From an optimization exercise on the open Yosys and OpenROAD flow, aimed at small area and a short achievable clock period; shortcuts taken in it are not production practice.
The RTL was checked by simulation tests, not by an equivalence proof against the original design.
Power figures rest on the tool's default switching activity, not on a simulated workload.

===== flow/config.mk =====
export PLATFORM = sky130hd
export DESIGN_NAME = bpred_table
export DESIGN_NICKNAME = bpred_table
export VERILOG_FILES = /design/flow/design.v
export SDC_FILE = /design/flow/constraint.sdc
export NUM_CORES = 4
export LEC_CHECK = 0
export CAP_MARGIN = 20
export CORE_MARGIN = 2
export CORE_UTILIZATION = 40
export CTS_BUF_LIST = sky130_fd_sc_hd__clkbuf_16
export CTS_CLUSTER_DIAMETER = 60
export CTS_CLUSTER_SIZE = 24
export PLACE_DENSITY = 0.8
export SETUP_SLACK_MARGIN = 4
export SLEW_MARGIN = 20
export SYNTH_HIERARCHICAL = 1
export SYNTH_MINIMUM_KEEP_SIZE = 0

===== flow/constraint.sdc =====
create_clock -name core_clock -period 6.5 [get_ports {clk}]
set_input_delay 1.3000 -clock core_clock [delete_from_list [all_inputs] [get_ports {clk}]]
set_output_delay 1.3000 -clock core_clock [all_outputs]
set_load 0.01 [all_outputs]

===== flow/design.v =====
module bpred_table #(
    parameter int ADDR_W = 10,
    parameter int IDX_W  = 10,
    parameter int CTR_W  = 2,
    parameter int HIST_W = 8,
    parameter int MODE   = 1
) (
    input  logic              clk,
    input  logic              rst_n,
    input  logic              pred_valid,
    input  logic [ADDR_W-1:0] pred_addr,
    output logic              pred_ready,
    output logic              resp_valid,
    output logic              resp_taken,
    output logic [CTR_W-1:0]  resp_ctr,
    output logic [IDX_W-1:0]  resp_idx,
    input  logic              upd_valid,
    input  logic [IDX_W-1:0]  upd_idx,
    input  logic              upd_taken,
    output logic [HIST_W-1:0] ghr
);
    localparam int DEPTH = 1 << IDX_W;
    localparam int COL_W = IDX_W / 2;
    localparam int ROW_W = IDX_W - COL_W;
    localparam int NCOL  = 1 << COL_W;
    localparam int NROW  = 1 << ROW_W;
    localparam logic [CTR_W-1:0] CTR_WNT = CTR_W'((1 << (CTR_W - 1)) - 1);
    logic               ready;
    logic [IDX_W-1:0]   init_cnt;
    logic [DEPTH*CTR_W-1:0] tq;
    localparam int NPAIR = DEPTH / 2;
    localparam int PCOL  = NCOL / 2;
    logic               pend_v;
    logic [IDX_W-2:0]   pend_pidx;
    logic [2*CTR_W-1:0] pend_val;
    logic               pred_fire;
    logic               upd_fire;
    logic [IDX_W-1:0]   pred_idx;
    logic               addr_unused;
    assign addr_unused = ^pred_addr;
    assign pred_ready = ready;
    assign pred_fire  = pred_valid && ready;
    assign upd_fire   = upd_valid && ready;
    always_ff @(posedge clk) begin
        if (!rst_n) begin
            ready    <= 1'b0;
            init_cnt <= '0;
        end else if (!ready) begin
            init_cnt <= init_cnt + IDX_W'(1);
            if (init_cnt == '1) ready <= 1'b1;
        end
    end
    logic [NROW-1:0]    row_we;
    logic [PCOL-1:0]    col_we;
    logic [2*CTR_W-1:0] wdata;
    always_comb begin
        for (int r = 0; r < NROW; r++)
            row_we[r] = !ready || (pend_v && pend_pidx[IDX_W-2:COL_W-1] == ROW_W'(r));
        for (int c = 0; c < PCOL; c++)
            col_we[c] = !ready || (pend_pidx[COL_W-2:0] == (COL_W-1)'(c));
        wdata = ready ? pend_val : {CTR_WNT, CTR_WNT};
    end
    logic [NPAIR-1:0] pair_we;
    for (genvar p = 0; p < NPAIR; p++) begin : g_ent
        bp_nor2 u_we (.a(!row_we[p / PCOL]), .b(!col_we[p % PCOL]), .y(pair_we[p]));
        always_ff @(posedge clk) begin
            if (pair_we[p])
                tq[p*2*CTR_W +: 2*CTR_W] <= wdata;
        end
    end
    generate
        if (MODE == 1) begin : g_gshare
            logic [IDX_W-1:0] ghr_ext;
            always_comb begin
                ghr_ext              = '0;
                ghr_ext[HIST_W-1:0]  = ghr;
            end
            assign pred_idx = pred_addr[IDX_W-1:0] ^ ghr_ext;
        end else begin : g_bimodal
            assign pred_idx = pred_addr[IDX_W-1:0];
        end
    endgenerate
    logic [NCOL-1:0] p_csel;
    logic [PCOL-1:0] u_csel;
    logic [NROW-1:0] p_rsel, u_rsel;
    always_comb begin
        for (int c = 0; c < NCOL; c++)
            p_csel[c] = (pred_idx[COL_W-1:0] == COL_W'(c));
        for (int c = 0; c < PCOL; c++)
            u_csel[c] = (upd_idx[COL_W-1:1] == (COL_W-1)'(c));
        for (int r = 0; r < NROW; r++) begin
            p_rsel[r] = (pred_idx[IDX_W-1:COL_W] == ROW_W'(r));
            u_rsel[r] = (upd_idx[IDX_W-1:COL_W] == ROW_W'(r));
        end
    end
    function automatic logic [CTR_W-1:0] sat_upd(input logic [CTR_W-1:0] v, input logic tk);
        logic [CTR_W-1:0] n;
        n = v;
        if (tk) begin
            if (v != '1) n = v + CTR_W'(1);
        end else begin
            if (v != '0) n = v - CTR_W'(1);
        end
        sat_upd = n;
    endfunction
    logic [CTR_W-1:0]   pred_rawn;    
    logic [2*CTR_W-1:0] upd_raw;
    logic [2*CTR_W-1:0] upd_new;
    for (genvar b = 0; b < CTR_W; b++) begin : g_rd
        logic [DEPTH-1:0] tb;
        for (genvar e = 0; e < DEPTH; e++) begin : g_b
            assign tb[e] = tq[e*CTR_W + b];
        end
        bp_read u_pr (.t(tb), .csel(p_csel), .rsel(p_rsel), .yn(pred_rawn[b]));
        for (genvar j = 0; j < 2; j++) begin : g_j
            logic [NPAIR-1:0] tp;
            for (genvar p = 0; p < NPAIR; p++) begin : g_p
                assign tp[p] = tb[2*p + j];
            end
            bp_read_half u_ur (.t(tp), .csel(u_csel), .rsel(u_rsel), .y(upd_raw[j*CTR_W + b]));
        end
    end
    logic             pred_hit, upd_hit, upd_byp;
    logic [CTR_W-1:0] pred_pend;
    logic [CTR_W-1:0] kq [4];
    logic [CTR_W-1:0] jq [2][4];
    logic [CTR_W-1:0] resp_ctr_d;
    assign pred_hit  = pend_v && (pend_pidx == pred_idx[IDX_W-1:1]);
    assign pred_pend = pend_val[pred_idx[0]*CTR_W +: CTR_W];
    assign upd_hit   = pend_v && (pend_pidx == upd_idx[IDX_W-1:1]);
    assign upd_byp   = upd_fire && (upd_idx == pred_idx);
    always_comb begin
        for (int v = 0; v < 4; v++) begin
            logic [CTR_W-1:0] cur;
            cur = pred_hit ? pred_pend : CTR_W'(v);
            if (upd_byp) cur = sat_upd(cur, upd_taken);
            if (!rst_n)
                kq[v] = '0;
            else if (pred_fire)
                kq[v] = cur;
            else
                kq[v] = resp_ctr;
            for (int j = 0; j < 2; j++) begin
                cur = upd_hit ? pend_val[j*CTR_W +: CTR_W] : CTR_W'(v);
                if (upd_idx[0] == j[0]) cur = sat_upd(cur, upd_taken);
                jq[j][v] = cur;
            end
        end
    end
    for (genvar b = 0; b < CTR_W; b++) begin : g_nx
        bp_sel4 u_rc (.d0(kq[3][b]), .d1(kq[2][b]), .d2(kq[1][b]), .d3(kq[0][b]),
                      .s0(pred_rawn[0]), .s1(pred_rawn[1]), .y(resp_ctr_d[b]));
        for (genvar j = 0; j < 2; j++) begin : g_j
            bp_sel4 u_pv (.d0(jq[j][0][b]), .d1(jq[j][1][b]), .d2(jq[j][2][b]), .d3(jq[j][3][b]),
                          .s0(upd_raw[j*CTR_W]), .s1(upd_raw[j*CTR_W+1]), .y(upd_new[j*CTR_W+b]));
        end
    end
    always_ff @(posedge clk) begin
        pend_v    <= upd_fire;
        pend_pidx <= upd_idx[IDX_W-1:1];
        pend_val  <= upd_new;
        resp_ctr  <= resp_ctr_d;
    end
    assign resp_taken = resp_ctr[CTR_W-1];
    always_ff @(posedge clk) begin
        if (!rst_n) begin
            resp_valid <= 1'b0;
            resp_idx   <= '0;
            ghr        <= '0;
        end else begin
            resp_valid <= pred_fire;
            if (pred_fire) begin
                resp_idx <= pred_idx;
            end
            if (upd_fire) begin
                ghr <= {ghr[HIST_W-2:0], upd_taken};
            end
        end
    end
endmodule
module bp_read (
    input  logic [1023:0] t,
    input  logic [31:0]   csel,
    input  logic [31:0]   rsel,
    output logic          yn
);
    logic [127:0] g;
    logic [63:0]  h;
    for (genvar r = 0; r < 32; r++) begin : g_row
        for (genvar k = 0; k < 4; k++) begin : g_g
            bp_grp8 u_g (.cs(csel[8*k +: 8]), .t(t[r*32+8*k +: 8]), .y(g[4*r+k]));
        end
        for (genvar j = 0; j < 2; j++) begin : g_h
            bp_oai21 u_h (.a1(g[4*r+2*j]), .a2(g[4*r+2*j+1]), .b1(rsel[r]), .y(h[2*r+j]));
        end
    end
    logic [31:0] l1;
    logic [15:0] l2;
    logic [7:0]  l3;
    logic [3:0]  l4;
    logic [1:0]  l5;
    for (genvar i = 0; i < 32; i++) begin : g_l1
        bp_nand2 u (.a(h[2*i]), .b(h[2*i+1]), .y(l1[i]));
    end
    for (genvar i = 0; i < 16; i++) begin : g_l2
        bp_nor2 u (.a(l1[2*i]), .b(l1[2*i+1]), .y(l2[i]));
    end
    for (genvar i = 0; i < 8; i++) begin : g_l3
        bp_nand2 u (.a(l2[2*i]), .b(l2[2*i+1]), .y(l3[i]));
    end
    for (genvar i = 0; i < 4; i++) begin : g_l4
        bp_nor2 u (.a(l3[2*i]), .b(l3[2*i+1]), .y(l4[i]));
    end
    for (genvar i = 0; i < 2; i++) begin : g_l5
        bp_nand2 u (.a(l4[2*i]), .b(l4[2*i+1]), .y(l5[i]));
    end
    bp_nor2 u_y (.a(l5[0]), .b(l5[1]), .y(yn));
endmodule
module bp_aoi222 (input logic a1, a2, b1, b2, c1, c2, output logic y);
    assign y = !((a1 && a2) || (b1 && b2) || (c1 && c2));
endmodule
module bp_read_half (
    input  logic [511:0] t,
    input  logic [15:0]  csel,
    input  logic [31:0]  rsel,
    output logic         y
);
    logic [63:0] g;
    logic [31:0] h;
    for (genvar r = 0; r < 32; r++) begin : g_row
        for (genvar k = 0; k < 2; k++) begin : g_g
            bp_grp8 u_g (.cs(csel[8*k +: 8]), .t(t[r*16+8*k +: 8]), .y(g[2*r+k]));
        end
        bp_oai21 u_h (.a1(g[2*r]), .a2(g[2*r+1]), .b1(rsel[r]), .y(h[r]));
    end
    logic [15:0] l1;
    logic [7:0]  l2;
    logic [3:0]  l3;
    logic [1:0]  l4;
    for (genvar i = 0; i < 16; i++) begin : g_l1
        bp_nand2 u (.a(h[2*i]), .b(h[2*i+1]), .y(l1[i]));
    end
    for (genvar i = 0; i < 8; i++) begin : g_l2
        bp_nor2 u (.a(l1[2*i]), .b(l1[2*i+1]), .y(l2[i]));
    end
    for (genvar i = 0; i < 4; i++) begin : g_l3
        bp_nand2 u (.a(l2[2*i]), .b(l2[2*i+1]), .y(l3[i]));
    end
    for (genvar i = 0; i < 2; i++) begin : g_l4
        bp_nor2 u (.a(l3[2*i]), .b(l3[2*i+1]), .y(l4[i]));
    end
    bp_nand2 u_y (.a(l4[0]), .b(l4[1]), .y(y));
endmodule
module bp_grp8 (input logic [7:0] cs, input logic [7:0] t, output logic y);
    logic [3:0] a;
    for (genvar k = 0; k < 4; k++) begin : g_a
        assign a[k] = !((cs[2*k] && t[2*k]) || (cs[2*k+1] && t[2*k+1]));
    end
    assign y = !(&a);
endmodule
module bp_oai21 (input logic a1, a2, b1, output logic y);
    assign y = !((a1 || a2) && b1);
endmodule
module bp_sel4 (input logic d0, d1, d2, d3, s0, s1, output logic y);
    logic lo_n, hi_n;
    bp_mux2i u_lo (.a(d0), .b(d1), .s(s0), .y(lo_n));
    bp_mux2i u_hi (.a(d2), .b(d3), .s(s0), .y(hi_n));
    bp_mux2i u_y  (.a(lo_n), .b(hi_n), .s(s1), .y(y));
endmodule
module bp_mux2i (input logic a, b, s, output logic y);
    assign y = !(s ? b : a);
endmodule
module bp_nand4 (input logic a, b, c, d, output logic y);
    assign y = !(a && b && c && d);
endmodule
module bp_nand3 (input logic a, b, c, output logic y);
    assign y = !(a && b && c);
endmodule
module bp_nand2 (input logic a, b, output logic y);
    assign y = !(a && b);
endmodule
module bp_nor2 (input logic a, b, output logic y);
    assign y = !(a || b);
endmodule

===== flow/run.sh =====
#!/bin/bash
# synth_recipe.tcl (not shown) runs the flow's synth.tcl, then flattens the netlist and writes it again
# the make line also repeats each setting of config.mk as NAME=value (left out here)
make -C /OpenROAD-flow-scripts/flow DESIGN_CONFIG=/design/flow/config.mk WORK_HOME=/design/flow/orfs CLKGATE_MAP_FILE= SYNTH_SCRIPT=/design/flow/synth_recipe.tcl finish

==> results of run 1 <==
flip-flops by register name (all words and copies together) (netlist names):
| name | cells |
|---|---|
| init_cnt | 10 |
| pend_val | 4 |
| resp_valid | 1 |
| ghr | 8 |
| resp_idx | 10 |
| tq | 2048 |
| ready | 1 |
| pend_v | 1 |
| pend_pidx | 9 |
| resp_ctr | 2 |
Yosys stat by module, one instance, submodules excluded, a selection:
module | flip-flops and latches | times used | cell area (um2) | cells inside
bpred_table | 2094 | 1 | 65800 | 2650
bp_grp8 | 0 | 512 | 36.3 | 5
bp_mux2i | 0 | 18 | 10.0 | 1
bp_oai21 | 0 | 256 | 5.00 | 1
bp_nand2 | 0 | 168 | 3.75 | 1
bp_nor2 | 0 | 594 | 3.75 | 1
layout by cell type, fill, tap and decap left out, drive strengths merged, types with 6 or more instances in the layout:
cell type	instances
a21boi	12
a21oi	43
a22oi	2049
a31oi	6
and2	11
and3	6
buf	547
bufbuf	19
bufinv	7
clkbuf	124
clkdlybuf4s50	6
clkinv	28
clkinvlp	7
dfxtp	46
diode	57
edfxtp	2048
inv	46
mux2i	24
nand2	247
nand2b	13
nand3	18
nand4	518
nor2	749
nor2b	12
nor3	19
nor4	7
o211a	8
o21ai	267
or3	7
xnor2	26
xnor3	14
xor2	9
layout make-up:
class,instances,area [um2],area share (%)
Sequential cell,2094,62500,58.7
Multi-Input combinational cell,4098,28500,26.8
Timing Repair Buffer,584,7640,7.18
Tap cell,2958,3700,3.48
Clock buffer,121,3030,2.85
Clock inverter,80,878,0.825
Antenna cell,57,143,0.134
Inverter,8,45.0,0.0423
kinds of logic after synthesis:
group / Yosys count / share of synthesized area [%]
flip-flops: 2094 / 70.4
AND/OR/NAND/NOR: 1614 / 8.68
AO/OA/AOI/OAI: 2400 / 19.5
buffers and inverters: 60 / 0.368
XOR/XNOR: 49 / 0.720
adder cells (fa/ha/maj): 4 / 0.0480
multiplexers: 25 / 0.302
metal layers:
metal  GRT usage, %  vias up  part of all wire, %
met2           45.0    10637                   39
met3           19.7     3228                   22
li1               -    28059                    -
met5           3.05        -                 0.29
met4           24.9       57                   11
met1           38.1    36112                   29
stage by stage:
step	hold slack (ps)	util [%]
2_1_floorplan	464	-
3_3_place_gp	458	43.5
3_5_place_dp	482	43.5
6_report	496	48.4
4_1_cts	493	47.9
5_1_grt	522	48.3
worst min path at each step:
stage,slack (ps),depth (start not counted),to,startpoint
floorplan,460,2,init_cnt[9]$_SDFFE_PN0N_,init_cnt[9]$_SDFFE_PN0N_
global placement,460,2,resp_idx[8]$_SDFFE_PN0P_,resp_idx[8]$_SDFFE_PN0P_
detailed placement,480,2,resp_idx[9]$_SDFFE_PN0P_,resp_idx[9]$_SDFFE_PN0P_
CTS,490,2,resp_idx[9]$_SDFFE_PN0P_,resp_idx[9]$_SDFFE_PN0P_
global route,520,2,resp_idx[8]$_SDFFE_PN0P_,resp_idx[8]$_SDFFE_PN0P_
finish,500,2,resp_idx[8]$_SDFFE_PN0P_,resp_idx[8]$_SDFFE_PN0P_
power groups by stage:
stage | sequential (mW) | combinational [mW] | clock, mW
final | 14.6 | 1.43 | 8.55
after global routing | 14.6 | 1.40 | 8.89
after CTS | 14.6 | 1.25 | 8.40
after detailed placement | 14.9 | 0.983 | 0
after global placement | 14.9 | 0.967 | 0
after floorplan | 14.9 | 0.566 | 0
timing repair:
item	in CTS	in global routing
gates cloned	42	2
setup endpoints to repair	2204	2049
setup buffers	229	33
hold endpoints to repair	0	0
pin swaps	233	85
gates resized for setup	775	118
worst max-delay path, delay by kind of cell:
kind                      cells  cell delay [ps]
AOI/OAI and AO/OA             2              460
and+or+nand+nor              10             1570
xor gates and xnor gates      1              240
muxes                         1              190
buffers and inverters         6              830
==> flow_summary.json, run 1 <==
{
  "run_status": "no timing/DRC/antenna violations",
  "finalSetupViolCount": 0,
  "tightestPinTransition_ps": 1180,
  "critPathRequiredTime_ps": 7300,
  "yosys.area.top_type_share_pct": 69.4,
  "net_switching_mw": 5.75,
  "power_mw": 24.6,
  "cts.clk_slew.worst_paths_ps": 100,
  "grt_first_pass_wirelength_um": 535000,
  "initial_core_utilization_pct": 40.3,
  "area.growth.synth_to_final_pct": 20.1,
  "floorplan.core_area_um2": 220000,
  "synth.yosys.warnings": 11,
  "buffer_ports.inserted": 47,
  "final.setup.worst_slack_ps": 2660,
  "timing.setup.critical_path_class": "in -> reg",
  "finalCritPeriodShare_pct": 59.1,
  "placedInstanceArea_um2": 95800,
  "cts_made_buffers": 118,
  "cp-end-kind": "register",
  "fp.dieArea_um2": 225000,
  "netlist_top_cells_count": "2049 x a22oi_1, 2048 x edfxtp_1, 744 x nor2_1",
  "cellPowerDensity_nw_per_um2": 231,
  "nets": 6930,
  "worst_ir_drop_vdd_mv": 0.269,
  "ys_seq_elements": 2094,
  "timing_hold_violations_final": 0,
  "setup.worst_path.start": "pred_addr[0]",
  "crit-reg2reg-launch": "ghr[1]$_SDFFE_PN0P_",
  "filler_cell_count": 17889,
  "placed_cells": 9435,
  "post-synth-top-area-cell": "edfxtp_1",
  "quantity_of_hold_fixing_buffers_added_after_cts": 0,
  "rsz0062_at_grt": "yes",
  "min_period_ps": 3840,
  "pwr-share-clk_pct": 34.8,
  "cap_viol_max_count": 0,
  "cpMaxStageDelayCell": "nor2_4",
  "power.combinational.fraction_pct": 5.8,
  "stdcell_area_um2": 106000,
  "max_stage_delay_ps": 260,
  "detailedRoute.firstPassIterationCount": 28,
  "gate_count_of_the_mapped_netlist": 6246,
  "finalWeightedCongestion": 1.04,
  "clkSinkCount": 2094,
  "worstReg2RegEnd": "resp_ctr[1]$_DFF_P_",
  "max-clock-path-buffers": 3,
  "drive_gt1_share_pct": 18.0,
  "ff2ff_setup_slack_ps": 2790,
  "p_sw_share_pct": 23.4,
  "synth.lib_cells_used.distinct": 62,
  "critical_path.endpoint": "resp_ctr[1]$_DFF_P_",
  "cp.arrival_ps": 4640,
  "htree_num_levels": 3,
  "floorplan.die.height_um": 475,
  "ant_nets": 0,
  "die_width_um": 475,
  "worstPathCellList": "buf_12 -> xnor2_4 -> or2_4 -> inv_4 -> nand2_8 -> buf_4 -> nor2_4 -> buf_12 -> buf_12 -> a22oi_1 -> nand4_1 -> o21ai_2 -> nand2_1 -> nor2_4 -> nand2_2 -> nor2_4 -> nand2_4 -> nor2_2 -> buf_6 -> mux2i_1",
  "maxSlewViolCount": 0,
  "hpwlAfterDp_um": 205000,
  "synth-edff-count": 2048,
  "drt_drc_violations_left": 0,
  "synth_nets": 6272,
  "final.setup.tns_ps": 0,
  "synth-seq-area-share_pct": 70.4,
  "class_of_the_tightest_hold_or_removal_check": "reg -> reg",
  "critical_path_launch_point_type": "input pin",
  "num_vias": 78093,
  "p_int_mw": 18.8,
  "synth_area_um2": 88700,
  "first_iteration_detailed_routing_drc_count": 21616,
  "grt_util_all_layers_pct": 33.3,
  "cts_root_buffer": "clkbuf_16",
  "slew_headroom_pct": 21.4,
  "finalWirelength_um": 393000,
  "placement.setup.worst_slack_ps": 304,
  "leakage_nw": 34.6,
  "post_drt_wl_per_cell_um": 39.3,
  "ys_top_cells_by_area": "edfxtp_1 69%, a22oi_1 17%, nand4_1 3.6%",
  "via_per_inst": 7.81,
  "layoutNonFillerInstCount": 10000,
  "grt_start_max_net_pins": 216,
  "tritoncts": "done",
  "synth_most_common_cell": "a22oi_1",
  "ff2ff_path_depth": 20,
  "fmaxAchievable_ghz": 0.260,
  "via_count_of_the_first_global_routing_pass": 73050,
  "max_clock_skew_ps": 59.3,
  "globalRoute.totalOverflow": 0,
  "insertion_delay_ps": 870,
  "synthesis.area_per_instance_um2": 14.2,
  "placementRows": 172,
  "ys_async_sr_fraction_pct": 0,
  "seqPwrFrac_pct": 59.4,
  "most_instantiated_flip_flop_cell_in_the_synthesis_netlist": "edfxtp_1",
  "ios": 48,
  "cp_max_fo": 20,
  "grt_antenna_before_repair": 39
}
==> inputs of run 2 (changes only) <==
==> flow/flow/run.sh (new file) <==
#!/bin/bash
# Own flow: the standard layout (standard.sh, standard synthesis unchanged), with
# clock tree synthesis told not to add dummy loads for balancing. make's output goes to
# flow_make.log; each ORFS step's own log is copied to step_logs/ when the flow ends.
set -uo pipefail
CTS="-sink_clustering_enable -repair_clock_nets -dont_use_dummy_load"
CTS="$CTS -buf_list sky130_fd_sc_hd__clkbuf_16 -sink_clustering_size 24 -sink_clustering_max_diameter 60"
bash standard.sh "CTS_ARGS=$CTS" finish > flow_make.log 2>&1
rc=$?
mkdir -p step_logs
cp orfs/logs/*/*/*/*.log step_logs/ 2>/dev/null || true
exit $rc
==> flow/standard.sh (new file) <==
#!/bin/bash
# synth_recipe.tcl (not shown) runs the flow's synth.tcl, then flattens the netlist and writes it again
# the make line also repeats each setting of config.mk as NAME=value (left out here)
make -C /OpenROAD-flow-scripts/flow DESIGN_CONFIG=/design/flow/config.mk WORK_HOME=/design/flow/orfs CLKGATE_MAP_FILE= SYNTH_SCRIPT=/design/flow/synth_recipe.tcl "${@:-finish}"
removed: flow/run.sh
==> run 2 against run 1 <==
Against the previous run:
- setup slack worse by 130 ps
- routed wire length increased by 2.1%
- combinational power is 4% higher
- sequential power hardly changed
- first-iteration DRC count is 0.49% lower
- die area is the same
- design area about the same
- final cell count decreased by 0.65%
- sequential share of layout area about the same
- power down 4.4%
- critical endpoint is now resp_ctr[0]$_DFF_P_
- area after synthesis stayed put
==> flow_summary.json, run 2 <==
{
  "run_status": "no timing/DRC/antenna violations",
  "first_iteration_detailed_routing_drc_count": 21511,
  "drt_drc_violations_left": 0,
  "ios": 48,
  "cts_root_buffer": "clkbuf_16",
  "number_of_flip_flops_in_the_largest_register": 2048,
  "cts.clk_slew.worst_paths_ps": 90,
  "finalSetupViolCount": 0,
  "stdcell_area_um2": 106000,
  "worst_ir_drop_vdd_mv": 0.251,
  "timing_hold_violations_final": 0,
  "seqPwrFrac_pct": 62.1,
  "grt_start_max_net_pins": 216,
  "tightestPinTransition_ps": 1230,
  "synth.yosys.warnings": 11,
  "grt_first_pass_wirelength_um": 541000,
  "ys_seq_elements": 2094,
  "finalCritPeriodShare_pct": 61.1,
  "via_per_inst": 7.87,
  "top_library_cells_by_usage_in_the_layout_fill_and_taps_aside": "2048 x edfxtp_1, 1913 x a22oi_1, 603 x nor2_1, 516 x nand4_1, 280 x buf_4",
  "cap_viol_max_count": 0,
  "detailedRoute.firstPassIterationCount": 22,
  "max-clock-path-buffers": 3,
  "ff2ff_setup_slack_ps": 2670,
  "crit-reg2reg-launch": "ghr[0]$_SDFFE_PN0P_",
  "floorplan.die.height_um": 475,
  "yosys.area.top_type_share_pct": 69.4,
  "area.growth.synth_to_final_pct": 20.0,
  "via_count_of_the_first_global_routing_pass": 73525,
  "clkSinkCount": 2094,
  "hpwlAfterDp_um": 205000,
  "slew_headroom_pct": 18.1,
  "synth-edff-count": 2048,
  "hold_path_end": "resp_idx[8]$_SDFFE_PN0P_",
  "placementRows": 172,
  "final.setup.tns_ps": 0,
  "drive_gt1_share_pct": 18.7,
  "cp_max_fo": 6,
  "initial_core_utilization_pct": 40.3,
  "globalRoute.totalOverflow": 0,
  "power.combinational.fraction_pct": 6.3,
  "synth_area_um2": 88700,
  "synth_nets": 6272,
  "gate_count_of_the_mapped_netlist": 6246,
  "reg.largest.list": "tq (2048), init_cnt (10), resp_idx (10)",
  "maxSlewViolCount": 0,
  "num_vias": 78139,
  "most_instantiated_flip_flop_cell_in_the_synthesis_netlist": "edfxtp_1",
  "fmaxAchievable_ghz": 0.252,
  "quantity_of_hold_fixing_buffers_added_after_cts": 0,
  "timing.setup.critical_path_class": "in -> reg",
  "class_of_the_tightest_hold_or_removal_check": "reg -> reg",
  "netlist_top_cells_count": "2049 x a22oi_1, 2048 x edfxtp_1, 744 x nor2_1",
  "registers.top_by_ff_count": "tq",
  "fp.dieArea_um2": 225000,
  "ys_async_sr_fraction_pct": 0,
  "synth_most_common_cell": "a22oi_1",
  "leakage_nw": 34.4,
  "ys_top_cells_by_area": "edfxtp_1 69%, a22oi_1 17%, nand4_1 3.6%",
  "final.setup.worst_slack_ps": 2530,
  "hold_path_depth": 2,
  "post-synth-top-area-cell": "edfxtp_1",
  "ant_nets": 0,
  "placement.setup.worst_slack_ps": 304,
  "worst_hold_startpoint": "resp_idx[8]$_SDFFE_PN0P_",
  "buffer_ports.inserted": 47,
  "p_sw_share_pct": 22.3,
  "post_drt_wl_per_cell_um": 40.4,
  "synth.lib_cells_used.distinct": 62,
  "mostFrequentLayoutCell": "edfxtp_1",
  "synthesis.area_per_instance_um2": 14.2,
  "grt_util_all_layers_pct": 33.8,
  "placedInstanceArea_um2": 95800,
  "max_clock_skew_ps": 111,
  "htree_num_levels": 3,
  "nets": 6959,
  "min_period_ps": 3970,
  "worstReg2RegEnd": "resp_ctr[0]$_DFF_P_",
  "die_width_um": 475,
  "net_switching_mw": 5.25,
  "p_int_mw": 18.3,
  "cp-end-kind": "register",
  "finalWeightedCongestion": 1.04,
  "critical_path_launch_point_type": "input pin",
  "grt_antenna_before_repair": 31,
  "cts_made_buffers": 118,
  "ff2ff_path_depth": 18,
  "tritoncts": "done",
  "insertion_delay_ps": 880,
  "synth-seq-area-share_pct": 70.4,
  "cp.arrival_ps": 4710,
  "pwr-share-clk_pct": 31.6,
  "critPathRequiredTime_ps": 7240,
  "filler_cell_count": 17882,
  "floorplan.core_area_um2": 220000,
  "rsz0062_at_grt": "yes",
  "cellPowerDensity_nw_per_um2": 221,
  "finalWirelength_um": 402000
}
## run 2: cell type report
cell class                 instances  area (um2)  area share, %
sequential                      2094       62500           58.7
antenna                           46         115          0.108
clock buffer                     118        2950           2.78
inverter                           8        42.5         0.0400
tap                             2958        3700           3.48
multi-input combinational       4098       28800           27.1
timing repair buffer             613        8270           7.77
## run 2: worst max-delay path by stage
stage / startpoint / endpoint / cells after the start / slack, ps
5_1_grt: pred_addr[0] / resp_ctr[0]$_DFF_P_ / 19 / 2530
4_1_cts: pred_addr[1] / resp_ctr[0]$_DFF_P_ / 22 / 3010
2_1_floorplan: upd_idx[1] / pend_val[0]$_DFF_P_ / 12 / 780
3_3_place_gp: pred_addr[0] / resp_ctr[1]$_DFF_P_ / 19 / 320
6_report: pred_addr[0] / resp_ctr[0]$_DFF_P_ / 19 / 2530
3_5_place_dp: pred_addr[0] / resp_ctr[0]$_DFF_P_ / 19 / 300
## run 2: per-module statistics from Yosys (local to each module, per instance), excerpt
module / times used / cells inside / area (um2) / flops+latches
bp_nand2: 168 / 1 / 3.75 / 0
bp_grp8: 512 / 5 / 36.3 / 0
bp_oai21: 256 / 1 / 5.00 / 0
bp_mux2i: 18 / 1 / 10.0 / 0
bp_nor2: 594 / 1 / 3.75 / 0
bpred_table: 1 / 2650 / 65800 / 2094
## run 2: stage by stage
| step | total power, mW | std cells | hold slack, ps | utilization [%] |
|---|---|---|---|---|
| after floorplan | 15.4 | 6246 | 464 | - |
| after global placement | 15.9 | 9431 | 458 | 43.5 |
| after detailed placement | 15.9 | 9435 | 482 | 43.5 |
| after CTS | 23.1 | 9861 | 493 | 47.9 |
| after global routing | 23.8 | 9901 | 521 | 48.3 |
| final | 23.5 | 9935 | 495 | 48.4 |
## run 2: critical path, stage by stage
cell and delay (ps):
buf_12 130, xnor2_4 260, nand2b_4 270, buf_12 140, nor2_4 100, buf_12 180
buf_4 180, a22oi_1 260, nand4_1 240, o21ai_2 230, nand2_2 80, nor2_4 170
nand2_2 90, nor2_4 220, nand2_4 100, nor2_4 160, buf_6 150, mux2i_1 270
mux2i_1 130
## run 2: repair_timing
| action | in CTS | in global routing |
|---|---|---|
| setup endpoints to repair | 2204 | 1409 |
| resized for setup | 825 | 183 |
| buffers inserted | 252 | 25 |
| pin swaps | 279 | 149 |
| cloned | 56 | 3 |
| endpoints found under the hold margin | 0 | 0 |
## run 2: routing by layer
metal | up-vias | share of wire, % | GRT usage [%]
met5 | - | 0.45 | 2.92
met4 | 58 | 11 | 25.7
met3 | 3344 | 22 | 20.6
met2 | 10452 | 38 | 45.6
met1 | 36249 | 29 | 38.1
li1 | 28036 | - | -
## run 2: cells by family (layout without fill, tap and decap cells)
logic type	Yosys count	count (layout)	synth area share, %
adder cells (fa/ha/maj)	4	4	0.0480
other	0	46	0
AND/OR/NAND/NOR	1614	1620	8.68
flip-flops	2094	2094	70.4
AO/OA/AOI/OAI	2400	2400	19.5
multiplexers	25	25	0.302
buffers and inverters	60	739	0.368
XOR/XNOR	49	49	0.720
## run 2: power by group through the flow
stage	Combinational, mW	Clock [mW]	Sequential [mW]
finish	1.49	7.43	14.6
global route	1.45	7.75	14.6
CTS	1.28	7.26	14.6
detailed placement	0.983	0	14.9
global placement	0.967	0	14.9
floorplan	0.566	0	14.9
==> inputs of run 3 (changes only) <==
==> flow/flow/run.sh (replaced) <==
#!/bin/bash
# Own flow: the standard layout (standard.sh, standard synthesis unchanged) with two
# changes: clock tree synthesis adds no dummy loads for balancing, and repair_design at
# placement limits fanout (flow/fanout.tcl). make's output goes to flow_make.log; each
# ORFS step's own log is copied to step_logs/ when the flow ends.
set -uo pipefail
CTS="-sink_clustering_enable -repair_clock_nets -dont_use_dummy_load"
CTS="$CTS -buf_list sky130_fd_sc_hd__clkbuf_16 -sink_clustering_size 24 -sink_clustering_max_diameter 60"
bash standard.sh "CTS_ARGS=$CTS" "PRE_RESIZE_TCL=$PWD/flow/fanout.tcl" finish > flow_make.log 2>&1
rc=$?
mkdir -p step_logs
cp orfs/logs/*/*/*/*.log step_logs/ 2>/dev/null || true
exit $rc
==> flow/flow/fanout.tcl (new file) <==
# Sourced by ORFS before repair_design at placement: keeps the buffer trees that
# repair_design builds for high-fanout nets (the table's write data) to nets of
# at most 64 pins.
set_max_fanout 64 [current_design]
==> run 3 against run 2 <==
Against the previous run:
- sequential share of layout area increased by 0.30 points
- highest routed layer unchanged
- final cell count up 0.14%
- critical path type unchanged
- core utilization down 0.25 points
- first-iteration DRC count fell by 2.4%
- area after synthesis did not move
- via count increased by 0.49%
- largest cell class unchanged
- clock power about the same
- setup slack better by 35 ps
==> flow_summary.json, run 3 <==
{
  "yosys.area.top_type_share_pct": 69.4,
  "drive_gt1_share_pct": 17.7,
  "floorplan.core_area_um2": 220000,
  "fp.dieArea_um2": 225000,
  "cp_max_fo": 11,
  "via_per_inst": 7.89,
  "ys_top_cells_by_area": "edfxtp_1 69%, a22oi_1 17%, nand4_1 3.6%",
  "registers.top_by_ff_count": "tq",
  "nets": 6948,
  "synth_area_um2": 88700,
  "number_of_flip_flops_in_the_largest_register": 2048,
  "cp-end-kind": "register",
  "placement.setup.worst_slack_ps": 291,
  "floorplan.die.height_um": 475,
  "synth_nets": 6272,
  "leakage_nw": 34.2,
  "path_buf_inv": 3,
  "globalRoute.totalOverflow": 0,
  "finalWirelength_um": 396000,
  "htree_num_levels": 3,
  "mostFrequentLayoutCell": "edfxtp_1",
  "placedInstanceArea_um2": 96000,
  "final.setup.tns_ps": 0,
  "reg.largest.list": "tq (2048), init_cnt (10), resp_idx (10)",
  "via_count_of_the_first_global_routing_pass": 72115,
  "synth_most_common_cell": "a22oi_1",
  "ys_seq_elements": 2094,
  "synthesis.area_per_instance_um2": 14.2,
  "cellPowerDensity_nw_per_um2": 222,
  "worstPathCellList": "buf_6 -> xnor2_4 -> or3_4 -> nor2_4 -> buf_4 -> a22oi_1 -> nand4_1 -> o21ai_4 -> nand2_1 -> nor2_4 -> nand2_1 -> nor2_4 -> nand2_4 -> nor2_4 -> buf_6 -> mux2i_1 -> mux2i_1",
  "grt_first_pass_wirelength_um": 524000,
  "max_clock_skew_ps": 116,
  "detailedRoute.firstPassIterationCount": 33,
  "cpMaxStageDelayCell": "a22oi_1",
  "top_library_cells_by_usage_in_the_layout_fill_and_taps_aside": "2048 x edfxtp_1, 1944 x a22oi_1, 609 x nor2_1, 516 x nand4_1, 281 x buf_4",
  "critPathRequiredTime_ps": 7230,
  "gate_count_of_the_mapped_netlist": 6246,
  "timing_hold_violations_final": 0,
  "max_stage_delay_ps": 390,
  "clkSinkCount": 2094,
  "netlist_top_cells_count": "2049 x a22oi_1, 2048 x edfxtp_1, 744 x nor2_1",
  "crit_family": "simple AND/OR/NAND/NOR gates",
  "max-clock-path-buffers": 3,
  "tightestPinTransition_ps": 1060,
  "die_width_um": 475,
  "num_vias": 78524,
  "class_of_the_tightest_hold_or_removal_check": "reg -> reg",
  "grt_start_max_net_pins": 65,
  "slew_headroom_pct": 29.3,
  "final.setup.worst_slack_ps": 2570,
  "synth-seq-area-share_pct": 70.4,
  "grt_antenna_before_repair": 32,
  "post-synth-top-area-cell": "edfxtp_1",
  "first_iteration_detailed_routing_drc_count": 20990,
  "timing.critical_path.mode_cell": "nor2_4",
  "grt_util_all_layers_pct": 32.4,
  "timing.setup.critical_path_class": "in -> reg",
  "ant_nets": 0,
  "cts.clk_slew.worst_paths_ps": 60,
  "most_instantiated_flip_flop_cell_in_the_synthesis_netlist": "edfxtp_1",
  "rsz0062_at_grt": "yes",
  "run_status": "no timing/DRC/antenna violations",
  "placementRows": 172,
  "initial_core_utilization_pct": 40.3,
  "finalWeightedCongestion": 1.04,
  "fmaxAchievable_ghz": 0.254,
  "finalSetupViolCount": 0,
  "ys_async_sr_fraction_pct": 0,
  "buffer_ports.inserted": 47,
  "cp.arrival_ps": 4660,
  "stdcell_area_um2": 106000,
  "synth-edff-count": 2048,
  "ios": 48,
  "post_drt_wl_per_cell_um": 39.8,
  "insertion_delay_ps": 870,
  "synth.yosys.warnings": 11,
  "maxSlewViolCount": 0,
  "critical_path_launch_point_type": "input pin",
  "synth.lib_cells_used.distinct": 62,
  "cts_made_buffers": 119,
  "tritoncts": "done",
  "min_period_ps": 3930,
  "cts_root_buffer": "clkbuf_16",
  "drt_drc_violations_left": 0,
  "area.growth.synth_to_final_pct": 19.4,
  "cap_viol_max_count": 0,
  "hpwlAfterDp_um": 213000,
  "finalCritPeriodShare_pct": 60.5,
  "worst_ir_drop_vdd_mv": 0.237
}
==> run 3: worst paths after layout <==
kind / depth (start not counted) / slack (ps) / start / to
min: 2 / 510 / init_cnt[0]$_SDFFE_PN0N_ / init_cnt[0]$_SDFFE_PN0N_
max: 17 / 2570 / pred_addr[3] / resp_ctr[0]$_DFF_P_
max reg2reg: 16 / 2680 / ghr[3]$_SDFFE_PN0P_ / resp_ctr[0]$_DFF_P_
min reg2reg: 2 / 510 / init_cnt[0]$_SDFFE_PN0N_ / init_cnt[0]$_SDFFE_PN0N_
==> run 3: cell type report <==
class	instances	area, um2
Fill cell	17891	114000
Sequential cell	2094	62500
Multi-Input combinational cell	4097	28700
Timing Repair Buffer	602	7780
Tap cell	2958	3700
Clock buffer	119	2980
Antenna cell	71	178
Inverter	8	40.0
==> run 3: per-stage QoR <==
stage          total power [mW]  std cells  hold WS, ps  util (%)
6_report                   23.5       9949          513      48.1
2_1_floorplan              15.4       6246          464         -
3_5_place_dp               15.9       9475          487      43.6
3_3_place_gp               15.9       9431          458      43.5
5_1_grt                    23.8       9887          532      48.1
4_1_cts                    23.1       9813          496      47.1
==> run 3: where the power goes <==
| group | switching (mW) | total (mW) | internal [mW] |
|---|---|---|---|
| clock network | 4.21 | 7.43 | 3.22 |
| registers | 0.0291 | 14.6 | 14.6 |
| logic | 0.958 | 1.44 | 0.482 |
| total | 5.19 | 23.5 | 18.3 |
==> run 3: cell families after synthesis <==
group	after synthesis	synth area share (%)
DFF	2094	70.4
and+or+nand+nor	1614	8.68
adders and majority gates	4	0.0480
xor gates and xnor gates	49	0.720
muxes	25	0.302
AOI/OAI and AO/OA	2400	19.5
buffers and inverters	60	0.368
==> run 3: layer usage <==
metal / wire [um] / vias to the layer above / track usage, %
met5: 906 / - / 0.692
met4: 44000 / 30 / 23.5
met1: 113000 / 36123 / 37.5
li1: - / 28050 / -
met3: 86500 / 3449 / 19.4
met2: 151000 / 10872 / 43.8
==> run 3: what timing repair did <==
action | 4_1_cts | 5_1_grt
hold buffers | 0 | 0
gates cloned | 28 | 21
gates resized for setup | 697 | 276
pin swaps | 139 | 147
setup buffers | 191 | 44
setup endpoints to repair | 2980 | 1834
==> run 3: modules after synthesis, one instance, submodules excluded, a selection <==
module       times used  flip-flops and latches
bpred_table           1                    2094
bp_grp8             512                       0
bp_mux2i             18                       0
bp_oai21            256                       0
bp_nand2            168                       0
bp_nor2             594                       0
==> run 3: worst min-delay path, cell delays in order (launching register included) <==
cell and delay, ps:
dfxtp_1 320, nor2_1 90, nor3b_1 50

[afterwards: timing with drivers on the ports]
No port has a modelled driver above. Below, the same layouts with a new extraction and two added sets of constraints.
Step 1, drivers: a clkbuf_16 drives clk and a buf_2 each remaining input, both assumed.
Step 2 times the ports against the registers' clock, not the clock port: input delays grow and output delays shrink by t, the midpoint of the rising clock arrivals with the driver on.
Three values: ideal, step 1, step 2; two values: the first two.
run | t (ns) | setup slack, ns | worst setup path at the end | worst data-port slew with drivers (ns)
run 1 | 0.940 | 2.660 / 2.556 / 1.616 | input to register | 0.35
run 2 | 0.923 | 2.531 / 2.478 / 1.555 | input to register | 0.28
run 3 | 0.913 | 2.566 / 2.470 / 1.557 | input to register | 0.29
After both steps setup and hold are still met in every run listed. The setup slack of run 1, which loses most, moves by -0.104 ns with the drivers and by -1.044 ns with both steps.
